Background: an optimization exercise with open tools, aiming at small area, a short achievable clock period and few clock cycles per item. Do not read the settings as production practice.
Function was checked by simulation only, so behaviour that the tests miss may differ from the original.
No activity file was given, so power comes from the tool's default toggle rates.

[design/flow/config.mk]
export PLATFORM = sky130hd
export DESIGN_NAME = keystroke_expression_evaluator_core
export DESIGN_NICKNAME = keystroke_expression_evaluator_core
export VERILOG_FILES = /design/flow/design.v
export SDC_FILE = /design/flow/constraint.sdc
export NUM_CORES = 4
export LEC_CHECK = 0
export CAP_MARGIN = 20
export CORE_MARGIN = 2
export CORE_UTILIZATION = 30
export SLEW_MARGIN = 20
[design/flow/constraint.sdc]
create_clock -name core_clock -period 13.0 [get_ports {i_clk}]
set_input_delay 2.6000 -clock core_clock [delete_from_list [all_inputs] [get_ports {i_clk}]]
set_output_delay 2.6000 -clock core_clock [all_outputs]
set_load 0.01 [all_outputs]
[design/flow/design.v]
`default_nettype none
package kee_pkg;
    localparam logic [1:0] ST_OK       = 2'd0;
    localparam logic [1:0] ST_DIV_ZERO = 2'd1;
    localparam logic [1:0] ST_ROOT_NEG = 2'd2;
    localparam logic [1:0] ST_SAT      = 2'd3;
    localparam logic [63:0] VAL_MAX = 64'h7FFF_FFFF_FFFF_FFFF;
    localparam logic [63:0] VAL_MIN = 64'h8000_0000_0000_0000;
    localparam logic [1:0] OP_ADD = 2'd0;
    localparam logic [1:0] OP_SUB = 2'd1;
    localparam logic [1:0] OP_MUL = 2'd2;
    localparam logic [1:0] OP_DIV = 2'd3;
    localparam logic [1:0] XF_NONE = 2'd0;
    localparam logic [1:0] XF_ROOT = 2'd1;
    localparam logic [1:0] XF_SQR  = 2'd2;
    localparam logic [1:0] TL_NONE = 2'd0;
    localparam logic [1:0] TL_ZERO = 2'd1;
    localparam logic [1:0] TL_DZ   = 2'd2;
endpackage
`default_nettype wire
`default_nettype none
module kee_ctrl (
    input  wire         i_clk,
    input  wire         i_rst_n,
    input  wire         i_s_tvalid,
    output logic        o_s_tready,
    input  wire  [7:0]  i_s_tdata,
    input  wire         i_s_tlast,
    input  wire         i_job_busy,
    output logic        o_job_load,
    output logic [1:0]  o_job_op,
    output logic [1:0]  o_job_xf,
    output logic [1:0]  o_job_tail,
    output logic        o_job_out,
    output logic        o_job_esat,
    output logic [63:0] o_job_b
);
    logic        r_hv, r_sv;
    logic [7:0]  r_hsym, r_ssym;
    logic        r_hfin, r_sfin;
    logic        r_afrac;
    logic [3:0]  r_ak;
    logic        r_bv, r_bint, r_bfr, r_bjob;
    logic [3:0]  r_bd;
    logic [31:0] r_bc;
    logic [1:0]  r_bpend, r_bxf, r_btail;
    logic        r_bfin;
    logic [63:0] r_e;
    logic        r_esat;
    logic [1:0]  r_pend;
    logic        accept, a_pop, a_need_b, b_pop, b_free;
    logic        is_dig, is_pt, is_add, is_sub, is_mul, is_div, is_op, is_root, is_sqr;
    logic [3:0]  dig;
    logic [31:0] frac_w, frac_c;
    logic [34:0] int_tot;
    logic        int_sat;
    logic [32:0] frac_lo;
    logic [31:0] frac_hi;
    logic        frac_sat;
    logic [63:0] dig_val;
    logic        dig_sat;
    assign o_s_tready = !r_sv;
    assign accept     = i_s_tvalid && !r_sv;
    assign dig     = r_hsym[3:0];
    assign is_dig  = (r_hsym[7:4] == 4'h3) && (r_hsym[3:0] <= 4'd9);
    assign is_pt   = (r_hsym == 8'h2E);
    assign is_add  = (r_hsym == 8'h2B);
    assign is_sub  = (r_hsym == 8'h2D);
    assign is_mul  = (r_hsym == 8'h2A);
    assign is_div  = (r_hsym == 8'h2F);
    assign is_op   = is_add || is_sub || is_mul || is_div;
    assign is_root = (r_hsym == 8'h72);
    assign is_sqr  = (r_hsym == 8'h73);
    assign a_need_b = is_dig || is_op || is_root || is_sqr || r_hfin;
    assign b_free   = !r_bv || b_pop;
    assign a_pop    = r_hv && (!a_need_b || b_free);
    always_comb begin
        case (r_ak)
            4'd0:    frac_w = 32'd429496730;
            4'd1:    frac_w = 32'd42949673;
            4'd2:    frac_w = 32'd4294967;
            4'd3:    frac_w = 32'd429497;
            4'd4:    frac_w = 32'd42950;
            4'd5:    frac_w = 32'd4295;
            4'd6:    frac_w = 32'd430;
            4'd7:    frac_w = 32'd43;
            4'd8:    frac_w = 32'd4;
            default: frac_w = 32'd0;
        endcase
    end
    assign frac_c = (dig[3] ? {frac_w[28:0], 3'b0}
                            : ((dig[2] ? {frac_w[29:0], 2'b0} : 32'd0) +
                               (dig[1] ? {frac_w[30:0], 1'b0} : 32'd0))) +
                    (dig[0] ? frac_w : 32'd0);
    always_ff @(posedge i_clk) begin
        if (!i_rst_n) begin
            r_hv <= 1'b0;
            r_sv <= 1'b0;
        end else begin
            if (a_pop) begin
                r_hv <= r_sv || accept;
                r_sv <= 1'b0;
            end else if (!r_hv) begin
                r_hv <= accept;
            end else if (accept) begin
                r_sv <= 1'b1;
            end
        end
    end
    always_ff @(posedge i_clk) begin
        if (a_pop || !r_hv) begin
            r_hsym <= r_sv ? r_ssym : i_s_tdata;
            r_hfin <= r_sv ? r_sfin : i_s_tlast;
        end
        if (!r_sv) begin
            r_ssym <= i_s_tdata;
            r_sfin <= i_s_tlast;
        end
    end
    always_ff @(posedge i_clk) begin
        if (!i_rst_n) begin
            r_afrac <= 1'b0;
            r_ak    <= 4'd0;
        end else if (a_pop) begin
            if (is_op || is_root || is_sqr || r_hfin) begin
                r_afrac <= 1'b0;
                r_ak    <= 4'd0;
            end else if (is_pt) begin
                r_afrac <= 1'b1;
            end else if (is_dig && r_afrac && r_ak != 4'd9) begin
                r_ak <= r_ak + 4'd1;
            end
        end
    end
    always_ff @(posedge i_clk) begin
        if (!i_rst_n) begin
            r_bv <= 1'b0;
        end else if (a_pop && a_need_b) begin
            r_bv <= 1'b1;
        end else if (b_pop) begin
            r_bv <= 1'b0;
        end
    end
    always_ff @(posedge i_clk) begin
        if (a_pop && a_need_b) begin
            r_bint  <= is_dig && !r_afrac;
            r_bfr   <= is_dig && r_afrac;
            r_bjob  <= is_op || is_root || is_sqr || r_hfin;
            r_bfin  <= r_hfin;
            r_bd    <= dig;
            r_bc    <= frac_c;
            r_bpend <= (r_hfin || !is_op) ? kee_pkg::OP_ADD : {is_mul || is_div, is_sub || is_div};
            r_bxf   <= is_root ? kee_pkg::XF_ROOT : is_sqr ? kee_pkg::XF_SQR : kee_pkg::XF_NONE;
            r_btail <= (r_hfin && is_mul) ? kee_pkg::TL_ZERO :
                       (r_hfin && is_div) ? kee_pkg::TL_DZ : kee_pkg::TL_NONE;
        end
    end
    assign int_tot = {1'b0, r_e[62:32], 3'b0} + {3'b0, r_e[62:32], 1'b0} + {31'd0, r_bd};
    assign int_sat = |int_tot[34:31];
    assign frac_lo  = {1'b0, r_e[31:0]} + {1'b0, r_bc};
    assign frac_hi  = {1'b0, r_e[62:32]} + {31'd0, frac_lo[32]};
    assign frac_sat = frac_hi[31];
    assign dig_sat = r_bfr ? frac_sat : int_sat;
    assign dig_val = dig_sat ? kee_pkg::VAL_MAX
                   : (r_bfr ? {frac_hi, frac_lo[31:0]} : {1'b0, int_tot[30:0], 32'd0});
    assign o_job_load = r_bv && r_bjob && !i_job_busy;
    assign b_pop      = r_bv && (!r_bjob || !i_job_busy);
    assign o_job_op   = r_pend;
    assign o_job_xf   = r_bxf;
    assign o_job_tail = r_btail;
    assign o_job_out  = r_bfin;
    assign o_job_esat = r_esat || ((r_bint || r_bfr) && dig_sat);
    assign o_job_b    = (r_bint || r_bfr) ? dig_val : r_e;
    always_ff @(posedge i_clk) begin
        if (!i_rst_n) begin
            r_e    <= 64'd0;
            r_esat <= 1'b0;
            r_pend <= kee_pkg::OP_ADD;
        end else if (b_pop) begin
            if (r_bjob) begin
                r_e    <= 64'd0;
                r_esat <= 1'b0;
                r_pend <= r_bpend;
            end else begin
                r_e <= dig_val;
                if (dig_sat) r_esat <= 1'b1;
            end
        end
    end
endmodule
`default_nettype wire
`default_nettype none
module kee_dp (
    input  wire         i_clk,
    input  wire         i_rst_n,
    input  wire         i_job_load,
    input  wire  [1:0]  i_job_op,
    input  wire  [1:0]  i_job_xf,
    input  wire  [1:0]  i_job_tail,
    input  wire         i_job_out,
    input  wire         i_job_esat,
    input  wire  [63:0] i_job_b,
    output logic        o_job_busy,
    output logic        o_m_tvalid,
    input  wire         i_m_tready,
    output logic [63:0] o_m_tdata,
    output logic [1:0]  o_m_tuser
);
    localparam int I_IDLE  = 0;
    localparam int I_DCHK  = 1;
    localparam int I_DSKIP = 2;
    localparam int I_DIV   = 3;
    localparam int I_MUL   = 4;
    localparam int I_SQRT  = 5;
    localparam int I_FIN   = 6;
    localparam int I_XF    = 7;
    localparam int NS      = 8;
    logic [NS-1:0] r_st;
    logic        r_jv;
    logic [1:0]  r_jop, r_jxf, r_jtail;
    logic        r_jout, r_jesat;
    logic [63:0] r_acc;
    logic [1:0]  r_err;
    logic        r_ov, r_take;
    logic [63:0] r_b;
    logic [66:0] r_r;
    logic        r_neg, r_ovf, r_bp, r_nz, r_ismul, r_inxf, r_skok;
    logic [6:0]  r_cnt;
    logic [66:0] ad_x, ad_s, ad;
    logic        ad_inv, ad_neg;
    logic [NS-1:0] n_st;
    logic [63:0] n_acc, n_b;
    logic [66:0] n_r;
    logic [1:0]  raise;
    logic        n_neg, n_ovf, n_bp, n_nz, n_ismul, n_inxf, n_skok;
    logic [6:0]  n_cnt;
    logic        done;
    logic        start;
    logic        b_zero;
    logic        r_pos;
    logic        bo_one, bo_two, bo_neg;
    logic        mul_skip, sq_skip, dv_shift;
    logic [63:0] mag;
    logic        mag_ovf;
    logic [63:0] fm_val;
    logic        fm_sat;
    logic [63:0] fold_val;
    logic        fold_end;
    logic [1:0]  fold_raise;
    logic [63:0] abs_acc;
    assign o_job_busy = r_jv;
    assign o_m_tvalid = r_ov;
    assign o_m_tdata  = r_acc;
    assign o_m_tuser  = r_err;
    assign start  = r_st[I_IDLE] && r_jv && !r_ov && !r_take;
    assign b_zero = (r_b == 64'd0);
    assign r_pos  = !r_r[66];
    assign bo_one = r_b[0] ^ r_bp;
    assign bo_two = (r_b[1] && !r_b[0] && !r_bp) || (!r_b[1] && r_b[0] && r_bp);
    assign bo_neg = r_b[1] && !(r_b[0] && r_bp);
    assign mul_skip = (r_b[7:0] == 8'd0) && !r_bp && (r_cnt <= 7'd28);
    assign sq_skip  = !r_nz && (r_acc[63:56] == 8'd0) && (r_cnt <= 7'd44);
    assign dv_shift = (r_r[62:56] == 7'd0) && (r_cnt <= 7'd56);
    assign mag     = r_ismul ? {r_r[31:0], r_b[63:32]} : r_b;
    assign mag_ovf = r_ismul ? (|r_r[66:32]) : r_ovf;
    always_comb begin
        ad_x   = 67'd0;
        ad_s   = {3'd0, r_acc};
        ad_inv = 1'b1;
        if (r_st[I_IDLE]) begin
            if (!r_jop[1]) begin
                ad_x   = {3'd0, r_acc};
                ad_s   = {3'd0, r_b};
                ad_inv = r_jop[0];
            end
        end
        if (r_st[I_FIN]) ad_s = {3'd0, mag};
        if (r_st[I_DCHK]) ad_x = r_r;
        if (r_st[I_DSKIP]) ad_x = {3'd0, r_r[55:0], r_b[63:56]};
        if (r_st[I_DIV]) begin
            ad_x   = {r_r[65:0], r_b[63]};
            ad_inv = r_pos;
        end
        if (r_st[I_SQRT]) begin
            ad_x   = {r_r[64:0], r_acc[63:62]};
            ad_s   = {1'b0, r_b, r_r[66], 1'b1};
            ad_inv = r_pos;
        end
        if (r_st[I_MUL]) begin
            ad_x   = r_r;
            ad_s   = bo_two ? {2'd0, r_acc, 1'b0} : bo_one ? {3'd0, r_acc} : 67'd0;
            ad_inv = bo_neg;
        end
    end
    assign ad     = ad_x + (ad_s ^ {67{ad_inv}}) + {66'd0, ad_inv};
    assign ad_neg = ad[66];
    assign abs_acc = r_acc[63] ? ad[63:0] : r_acc;
    always_comb begin
        if (r_neg) begin
            fm_sat = mag_ovf || (mag[63] && |mag[62:0]);
            fm_val = fm_sat ? kee_pkg::VAL_MIN : ad[63:0];
        end else begin
            fm_sat = mag_ovf || mag[63];
            fm_val = fm_sat ? kee_pkg::VAL_MAX : mag;
        end
    end
    always_comb begin
        n_st    = r_st;
        n_acc   = r_acc;
        n_b     = r_b;
        n_r     = r_r;
        n_neg   = r_neg;
        n_ovf   = r_ovf;
        n_bp    = r_bp;
        n_nz    = r_nz;
        n_ismul = r_ismul;
        n_inxf  = r_inxf;
        n_skok  = r_skok;
        n_cnt   = r_cnt;
        raise   = kee_pkg::ST_OK;
        done    = 1'b0;
        fold_end   = 1'b0;
        fold_val   = r_acc;
        fold_raise = kee_pkg::ST_OK;
        if (r_st[I_IDLE] && start) begin
            n_inxf = 1'b0;
            if (r_jesat) raise = kee_pkg::ST_SAT;
            case (r_jop)
                kee_pkg::OP_ADD: begin
                    fold_end = 1'b1;
                    if (!r_acc[63] && ad[63]) begin
                        fold_val   = kee_pkg::VAL_MAX;
                        fold_raise = kee_pkg::ST_SAT;
                    end else begin
                        fold_val = ad[63:0];
                    end
                end
                kee_pkg::OP_SUB: begin
                    fold_end = 1'b1;
                    if (r_acc[63] && !ad[63]) begin
                        fold_val   = kee_pkg::VAL_MIN;
                        fold_raise = kee_pkg::ST_SAT;
                    end else begin
                        fold_val = ad[63:0];
                    end
                end
                kee_pkg::OP_MUL: begin
                    n_acc   = abs_acc;
                    n_neg   = r_acc[63];
                    n_r     = 67'd0;
                    n_bp    = 1'b0;
                    n_cnt   = 7'd0;
                    n_ismul = 1'b1;
                    n_st    = '0;
                    n_st[I_MUL] = 1'b1;
                end
                default: begin
                    if (b_zero) begin
                        fold_end   = 1'b1;
                        fold_val   = 64'd0;
                        fold_raise = kee_pkg::ST_DIV_ZERO;
                    end else begin
                        n_acc   = r_b;
                        n_b     = {abs_acc[31:0], 32'd0};
                        n_r     = {35'd0, abs_acc[63:32]};
                        n_neg   = r_acc[63];
                        n_cnt   = 7'd0;
                        n_ismul = 1'b0;
                        n_st    = '0;
                        n_st[I_DCHK] = 1'b1;
                    end
                end
            endcase
        end
        if (r_st[I_DCHK]) begin
            n_ovf  = !ad_neg;
            n_skok = 1'b1;
            n_st   = '0;
            n_st[I_DSKIP] = 1'b1;
        end
        if (r_st[I_DSKIP]) begin
            n_st = '0;
            if (!r_skok) begin
                n_r   = {8'd0, r_r[66:8]};
                n_b   = {r_r[7:0], r_b[63:8]};
                n_cnt = r_cnt - 7'd8;
                n_st[I_DIV] = 1'b1;
            end else if (r_ovf) begin
                n_st[I_FIN] = 1'b1;
            end else if (dv_shift) begin
                n_r    = ad_x;
                n_b    = {r_b[55:0], 8'd0};
                n_cnt  = r_cnt + 7'd8;
                n_skok = ad_neg;
                n_st[I_DSKIP] = 1'b1;
            end else if (r_cnt[6]) begin
                n_st[I_FIN] = 1'b1;
            end else begin
                n_st[I_DIV] = 1'b1;
            end
        end
        if (r_st[I_DIV]) begin
            n_r   = ad;
            n_b   = {r_b[62:0], !ad_neg};
            n_cnt = r_cnt + 7'd1;
            if (r_cnt == 7'd63) begin
                n_st = '0;
                n_st[I_FIN] = 1'b1;
            end
        end
        if (r_st[I_MUL]) begin
            if (mul_skip) begin
                n_r   = {{8{r_r[66]}}, r_r[66:8]};
                n_b   = {r_r[7:0], r_b[63:8]};
                n_cnt = r_cnt + 7'd4;
            end else begin
                n_r   = {{2{ad[66]}}, ad[66:2]};
                n_b   = {ad[1:0], r_b[63:2]};
                n_bp  = r_b[1];
                n_cnt = r_cnt + 7'd1;
            end
            if (mul_skip ? (r_cnt == 7'd28) : (r_cnt == 7'd31)) begin
                n_st = '0;
                n_st[I_FIN] = 1'b1;
            end
        end
        if (r_st[I_FIN]) begin
            fold_end = 1'b1;
            fold_val = fm_val;
            if (fm_sat) fold_raise = kee_pkg::ST_SAT;
        end
        if (r_st[I_XF]) begin
            n_inxf = 1'b1;
            if (r_jxf == kee_pkg::XF_ROOT) begin
                if (r_acc[63]) begin
                    n_acc = 64'd0;
                    raise = kee_pkg::ST_ROOT_NEG;
                    done  = 1'b1;
                end else begin
                    n_r   = 67'd0;
                    n_b   = 64'd0;
                    n_nz  = 1'b0;
                    n_cnt = 7'd0;
                    n_st  = '0;
                    n_st[I_SQRT] = 1'b1;
                end
            end else begin
                n_acc   = abs_acc;
                n_b     = abs_acc;
                n_neg   = 1'b0;
                n_r     = 67'd0;
                n_bp    = 1'b0;
                n_cnt   = 7'd0;
                n_ismul = 1'b1;
                n_st    = '0;
                n_st[I_MUL] = 1'b1;
            end
        end
        if (r_st[I_SQRT]) begin
            if (sq_skip) begin
                n_acc = {r_acc[55:0], 8'd0};
                n_cnt = r_cnt + 7'd4;
                if (r_cnt == 7'd44) begin
                    n_acc = 64'd0;
                    done  = 1'b1;
                end
            end else begin
                n_r   = ad;
                n_b   = {r_b[62:0], !ad_neg};
                n_acc = {r_acc[61:0], 2'b00};
                n_nz  = r_nz || (|r_acc[63:62]);
                n_cnt = r_cnt + 7'd1;
                if (r_cnt == 7'd47) begin
                    n_acc = {r_b[62:0], !ad_neg};
                    done  = 1'b1;
                end
            end
        end
        if (fold_end) begin
            if (raise == kee_pkg::ST_OK) raise = fold_raise;
            n_acc = fold_val;
            if (r_jtail != kee_pkg::TL_NONE) n_acc = 64'd0;
            if (r_jtail == kee_pkg::TL_DZ && raise == kee_pkg::ST_OK) raise = kee_pkg::ST_DIV_ZERO;
            n_st = '0;
            if (r_jxf != kee_pkg::XF_NONE && (r_st[I_IDLE] || !r_inxf)) n_st[I_XF] = 1'b1;
            else done = 1'b1;
        end
        if (done) begin
            n_st = '0;
            n_st[I_IDLE] = 1'b1;
        end
    end
    always_ff @(posedge i_clk) begin
        if (!i_rst_n) begin
            r_st   <= NS'(1);
            r_jv   <= 1'b0;
            r_ov   <= 1'b0;
            r_take <= 1'b0;
            r_acc  <= 64'd0;
            r_err  <= kee_pkg::ST_OK;
        end else begin
            r_st   <= n_st;
            r_take <= r_ov && i_m_tready;
            if (r_take) begin
                r_acc <= 64'd0;
                r_err <= kee_pkg::ST_OK;
            end else begin
                r_acc <= n_acc;
                if (r_err == kee_pkg::ST_OK) r_err <= raise;
            end
            if (done) begin
                r_jv <= 1'b0;
                r_ov <= r_jout;
            end
            if (i_job_load) r_jv <= 1'b1;
            if (r_ov && i_m_tready) r_ov <= 1'b0;
        end
    end
    always_ff @(posedge i_clk) begin
        if (i_job_load) begin
            r_jop   <= i_job_op;
            r_jxf   <= i_job_xf;
            r_jtail <= i_job_tail;
            r_jout  <= i_job_out;
            r_jesat <= i_job_esat;
        end
        r_b     <= i_job_load ? i_job_b : n_b;
        r_r     <= n_r;
        r_neg   <= n_neg;
        r_ovf   <= n_ovf;
        r_bp    <= n_bp;
        r_nz    <= n_nz;
        r_ismul <= n_ismul;
        r_inxf  <= n_inxf;
        r_skok  <= n_skok;
        r_cnt   <= n_cnt;
    end
endmodule
`default_nettype wire
`default_nettype none
module keystroke_expression_evaluator_core #(
    parameter int FRACTION_BITS = 32
) (
    input  wire         i_clk,
    input  wire         i_rst_n,
    input  wire         i_s_tvalid,
    output logic        o_s_tready,
    input  wire  [7:0]  i_s_tdata,    
    input  wire         i_s_tlast,    
    output logic        o_m_tvalid,
    input  wire         i_m_tready,
    output logic [63:0] o_m_tdata,    
    output logic [1:0]  o_m_tuser     
);
    logic        job_load;
    logic [1:0]  job_op;
    logic [1:0]  job_xf;
    logic [1:0]  job_tail;
    logic        job_out;
    logic        job_esat;
    logic [63:0] job_b;
    logic        job_busy;
    kee_ctrl u_ctrl (
        .i_clk      (i_clk),
        .i_rst_n    (i_rst_n),
        .i_s_tvalid (i_s_tvalid),
        .o_s_tready (o_s_tready),
        .i_s_tdata  (i_s_tdata),
        .i_s_tlast  (i_s_tlast),
        .i_job_busy (job_busy),
        .o_job_load (job_load),
        .o_job_op   (job_op),
        .o_job_xf   (job_xf),
        .o_job_tail (job_tail),
        .o_job_out  (job_out),
        .o_job_esat (job_esat),
        .o_job_b    (job_b)
    );
    kee_dp u_dp (
        .i_clk      (i_clk),
        .i_rst_n    (i_rst_n),
        .i_job_load (job_load),
        .i_job_op   (job_op),
        .i_job_xf   (job_xf),
        .i_job_tail (job_tail),
        .i_job_out  (job_out),
        .i_job_esat (job_esat),
        .i_job_b    (job_b),
        .o_job_busy (job_busy),
        .o_m_tvalid (o_m_tvalid),
        .i_m_tready (i_m_tready),
        .o_m_tdata  (o_m_tdata),
        .o_m_tuser  (o_m_tuser)
    );
endmodule
`default_nettype wire
[design/flow/run.sh]
#!/bin/bash
# synth_recipe.tcl (not shown) runs the flow's synth.tcl, then flattens the netlist and writes it again
# the make line also repeats each setting of config.mk as NAME=value (left out here)
make -C /OpenROAD-flow-scripts/flow DESIGN_CONFIG=/design/flow/config.mk WORK_HOME=/design/flow/orfs CLKGATE_MAP_FILE= SYNTH_SCRIPT=/design/flow/synth_recipe.tcl finish
==> run summary <==
[worst paths after layout]
check	end	slack (ns)	depth (start not counted)
worst min register to register	u_dp.r_jop[0]$_DFFE_PP_	0.43	0
worst min-delay path	u_dp.r_jop[0]$_DFFE_PP_	0.43	0
worst max register to register	u_dp.r_err[0]$_SDFFE_PP0N_	4.37	19
worst max-delay path	u_dp.r_err[0]$_SDFFE_PP0N_	4.37	19
[per-stage QoR]
| step | setup slack [ns] | total power, W |
|---|---|---|
| 5_1_grt | 4.40 | 0.00770 |
| 6_report | 4.37 | 0.00770 |
| 4_1_cts | 4.97 | 0.00724 |
| 2_1_floorplan | 6.65 | 0.00375 |
| 3_5_place_dp | 5.03 | 0.00558 |
| 3_3_place_gp | 5.09 | 0.00558 |
[state kept, by name, indices dropped and copies added, names as in the netlist, 2 cells and up]
name	count
u_dp.r_b	64
u_dp.r_jxf	2
u_ctrl.r_pend	2
u_ctrl.r_bpend	2
u_ctrl.r_hsym	8
u_dp.r_cnt	7
u_ctrl.r_e	64
u_dp.r_jop	2
u_ctrl.r_bxf	2
u_ctrl.r_bc	32
u_ctrl.r_btail	2
u_ctrl.r_ak	4
u_ctrl.r_ssym	8
u_ctrl.r_bd	4
u_dp.r_acc	64
u_dp.r_r	67
u_dp.r_jtail	2
u_ctrl.frac_w	20
u_dp.r_st	8
u_dp.r_err	2
[final cells by class]
cell class / instances / area [um^2]
inverter: 102 / 385
fill: 16700 / 104000
clock buffer: 75 / 1530
multi-input combinational: 5800 / 35800
clock inverter: 23 / 365
sequential: 389 / 8480
timing repair buffer: 333 / 2730
antenna: 43 / 108
tap: 2058 / 2570
[worst max-delay path: cells and delay by family (launching register included)]
kind,cells,cell delay [ns]
fa+ha+maj,1,0.40
xor+xnor,1,0.11
buf+inv,1,0.83
compound gates,10,2.66
simple gates,6,3.53
flops,1,0.88
[logic make-up after synthesis]
family                     Yosys count  synth area share (%)
AOI/OAI and AO/OA                 2924                  38.9
DFF                                389                  17.9
buffers and inverters              865                  6.95
muxes                              185                  4.18
xor gates and xnor gates           280                  5.20
adders and majority gates          235                  6.32
and+or+nand+nor                   2176                  20.5
[placed cells by master, fill, tap and decap left out, drive strengths merged, types with 143 or more instances in the layout]
cell,n
a21oi,786
o22ai,143
ha,228
nor2,525
o21ai,801
nand2,954
xnor2,196
a211oi,213
buf,251
dfxtp,323
o211ai,150
nand3,170
[power by group through the flow]
stage | combinational (W) | clock, W | sequential [W]
6_report | 0.00409 | 0.00168 | 0.00193
2_1_floorplan | 0.00215 | 0 | 0.00160
3_3_place_gp | 0.00368 | 0 | 0.00190
3_5_place_dp | 0.00368 | 0 | 0.00190
4_1_cts | 0.00369 | 0.00167 | 0.00187
5_1_grt | 0.00408 | 0.00172 | 0.00190
[layer usage]
layer,routed length [um],global-route usage (%),up-vias
met3,46100,17.4,1880
met1,110000,42.8,28700
li1,-,-,25400
met4,29500,27.0,32
met5,304,1.69,-
met2,117000,49.3,5622
==> out/summary.md <==
The flow ran to the end and the layout has no timing, DRC or antenna violations. In this run switching power makes up 53.7% of total power. Counting flops with a built-in enable in the synthesized netlist gives 66. The number of I/O pins is 81. The min-delay analysis places its worst path in the category reg2reg. The tightest hold path in the finished design has a slack of 0.432 ns. The part of the power in the clock network is 21.8%, and the post-route minimum period is 8.63 ns. By area the synthesized netlist is led by dfxtp_1 (14%), o21ai_0 (8.5%), a21oi_1 (8.3%). Across the run, the number of max-cap violations was 0. The clock passes through at most 3 buffers. The predominant post-synthesis flop cell is dfxtp_1. The tools report the startpoint of the worst hold path as u_ctrl.r_pend[0]$_SDFFE_PN0P_.

The number of input and output port buffers inserted was 80. In this run, post-CTS hold repair placed 0 buffers. The flop and latch count out of synthesis was 389; the synthesized net count was 7301. In this run, flip-flops and latches consume 25.1% of the power. Total count of max-transition violations in the final report: 0. In the final layout, the share of cells above drive strength 1 is 8.36%. In this run the tightest slew margin relative to its limit is 4.05%. In the routed design, unresolved DRC markers number 0. Area share of the largest cell type after synthesis: 13.7%. Power per standard cell area: 148 nW/um^2. Each instance of the synthesized netlist takes up on average 6.69 um^2.

For the pin with the worst max-slew slack, the measured transition is 1.43 ns. The launch instance of the worst register-to-register path is u_dp.r_st[6]$_SDFF_PP0_. After floorplanning, the core was sized to cover 156000 um^2. The number of failing hold endpoints at the final stage is 0, and the largest fanout on the critical path is 57. Data on the critical path is required at its endpoint by 13.62 ns. For this run, the total global-route usage over all layers was measured as 36.0%. The average wire per standard cell is 34.4 um.

The power dissipated by switching net loads is 0.00413 W, and the die height is 401 um. Setup repair after global routing left no endpoint under its margin. After synthesis, the most frequently instantiated cells are nand2_1 (954), o21ai_0 (797), a21oi_1 (786). Of all flip-flops after synthesis, the portion carrying an async set or reset was 0%. From synthesis to final layout, the design area changed by 10.3%.

Derived from the worst setup path, the maximum achievable clock frequency is 116 MHz. The number of gates resized after CTS was 0. For the final database, setup skew stands at 0.0402 ns.

Setup violations remaining at the end of the flow were counted as 0. Summing the sequential cell areas from Yosys gives 17.9% of the chip area. The pin count of the biggest net entering global routing was 135. In the final design database the tool counted 6925 nets. The area after detailed placement is 49900 um^2.

During synthesis, Yosys emitted a total of 2 warnings. The number of global-route vias before repair is 55800. The synthesized netlist occupies a cell area of 47200 um^2. TritonCTS built the clock tree. For this block, the initial DRC count from the detailed router was 11000. The first global-routing pass estimated 425000 um of wire.

For the estimated wirelength of the detail-placed design, the log shows 204000 um. The congestion estimate from routability-driven global placement came to 1.10. The cell at the root of the clock tree was clkbuf_16. The finished layout holds 8823 standard cells, fillers aside. Cells fill 33.3% of the core in the end. The count of nets left with antenna violations once routing finished came out at 0. The first TritonRoute pass finished after 12 iterations.

The timing startpoint of the critical path was u_dp.r_st[6]$_SDFF_PP0_. Combinational cells account for 53.1% of the total power. The post-CTS setup buffer count is 0, and the number of antenna violations at the first check in global routing is 49.

The critical path class is reg2reg. Wires add up to 303000 um. The number of standard-cell rows in the floorplan came out at 145. The cell area after layout is 52000 um^2, and the floorplan die area is 160000 um^2.

The largest total area in the synthesized netlist belongs to dfxtp_1. Among all stages on the critical path, the largest delay is contributed by dfxtp_2. Summing over every cut layer, the via total after detailed routing is 61700. The total negative slack came out at 0 ns. STA puts the critical path data arrival time at 9.25 ns.

The logs give 389 for the clock net sink count and 87 for the count of different cell masters after synthesis. The initial core utilization was 30.2%; the width of the chip was 401 um. The per-cell via count in the routed design came out at 6.99. After detailed placement, the design holds a cell count of 8676. The tools report the total number of H-tree levels as 2. Kind of capture point of the worst setup path: a register. Clock latency on the worst-skew pair, taken at its later pin, is 0.70 ns. After clock tree synthesis, the clock-pin slew on the worst setup and hold paths is 0.06 ns. In this design, the stage delay of the slowest critical-path cell is 0.88 ns. STA classifies the critical path startpoint as a register. The residual overflow from global routing is 0, and the leakage power total is 18.9 nW.

The final critical path takes up 66.4% of the cycle. The internal portion of the total power is 0.00357 W. Buffers inserted during clock tree synthesis total 52. The critical path goes through clkinv_2 -> nand2_1 -> o22ai_1 -> nor3_1 -> a211oi_1 -> a31oi_1 -> xnor2_1 -> ha_1 -> a21oi_1 -> o21bai_1 -> nand2_1 -> and4_1 -> a21o_1 -> a21oi_1 -> and2_1 -> nand2_4 -> a21boi_0 -> o221ai_1 -> o211a_1.

Synthesized instance count: 7054. Yosys instantiated no cell more often than nand2_1. For the largest vdd supply drop, the log shows 0.122 mV.
Testbench counts, summed over its fixed seeds: cycles 53,557, exprs 1,200.

[afterwards: timing with drivers on the ports]
In the flow no input, the clock included, has a driving cell. The finished layout below was timed again as built, in two steps.
Step 1 (the two cells are an assumption about what drives the block):
set clk [get_ports {i_clk}]
set_driving_cell -lib_cell sky130_fd_sc_hd__clkbuf_16 $clk
set_driving_cell -lib_cell sky130_fd_sc_hd__buf_2 [delete_from_list [all_inputs] $clk]
Step 2 also shifts input and output timing later by t, the mid clock arrival at the registers, as if the neighbouring blocks saw the same clock.
Slacks: ideal ports / drivers / drivers and shift; pairs: ideal ports / drivers.
t, ns: 0.754
setup WS [ns]: 4.372 / 4.372 / 4.372
worst register clock-pin slew, ns: 0.08 / 0.08
After both steps this run still meets setup and hold. For this run, drivers alone change the setup slack by 0.000 ns; drivers and shift together by 0.000 ns.
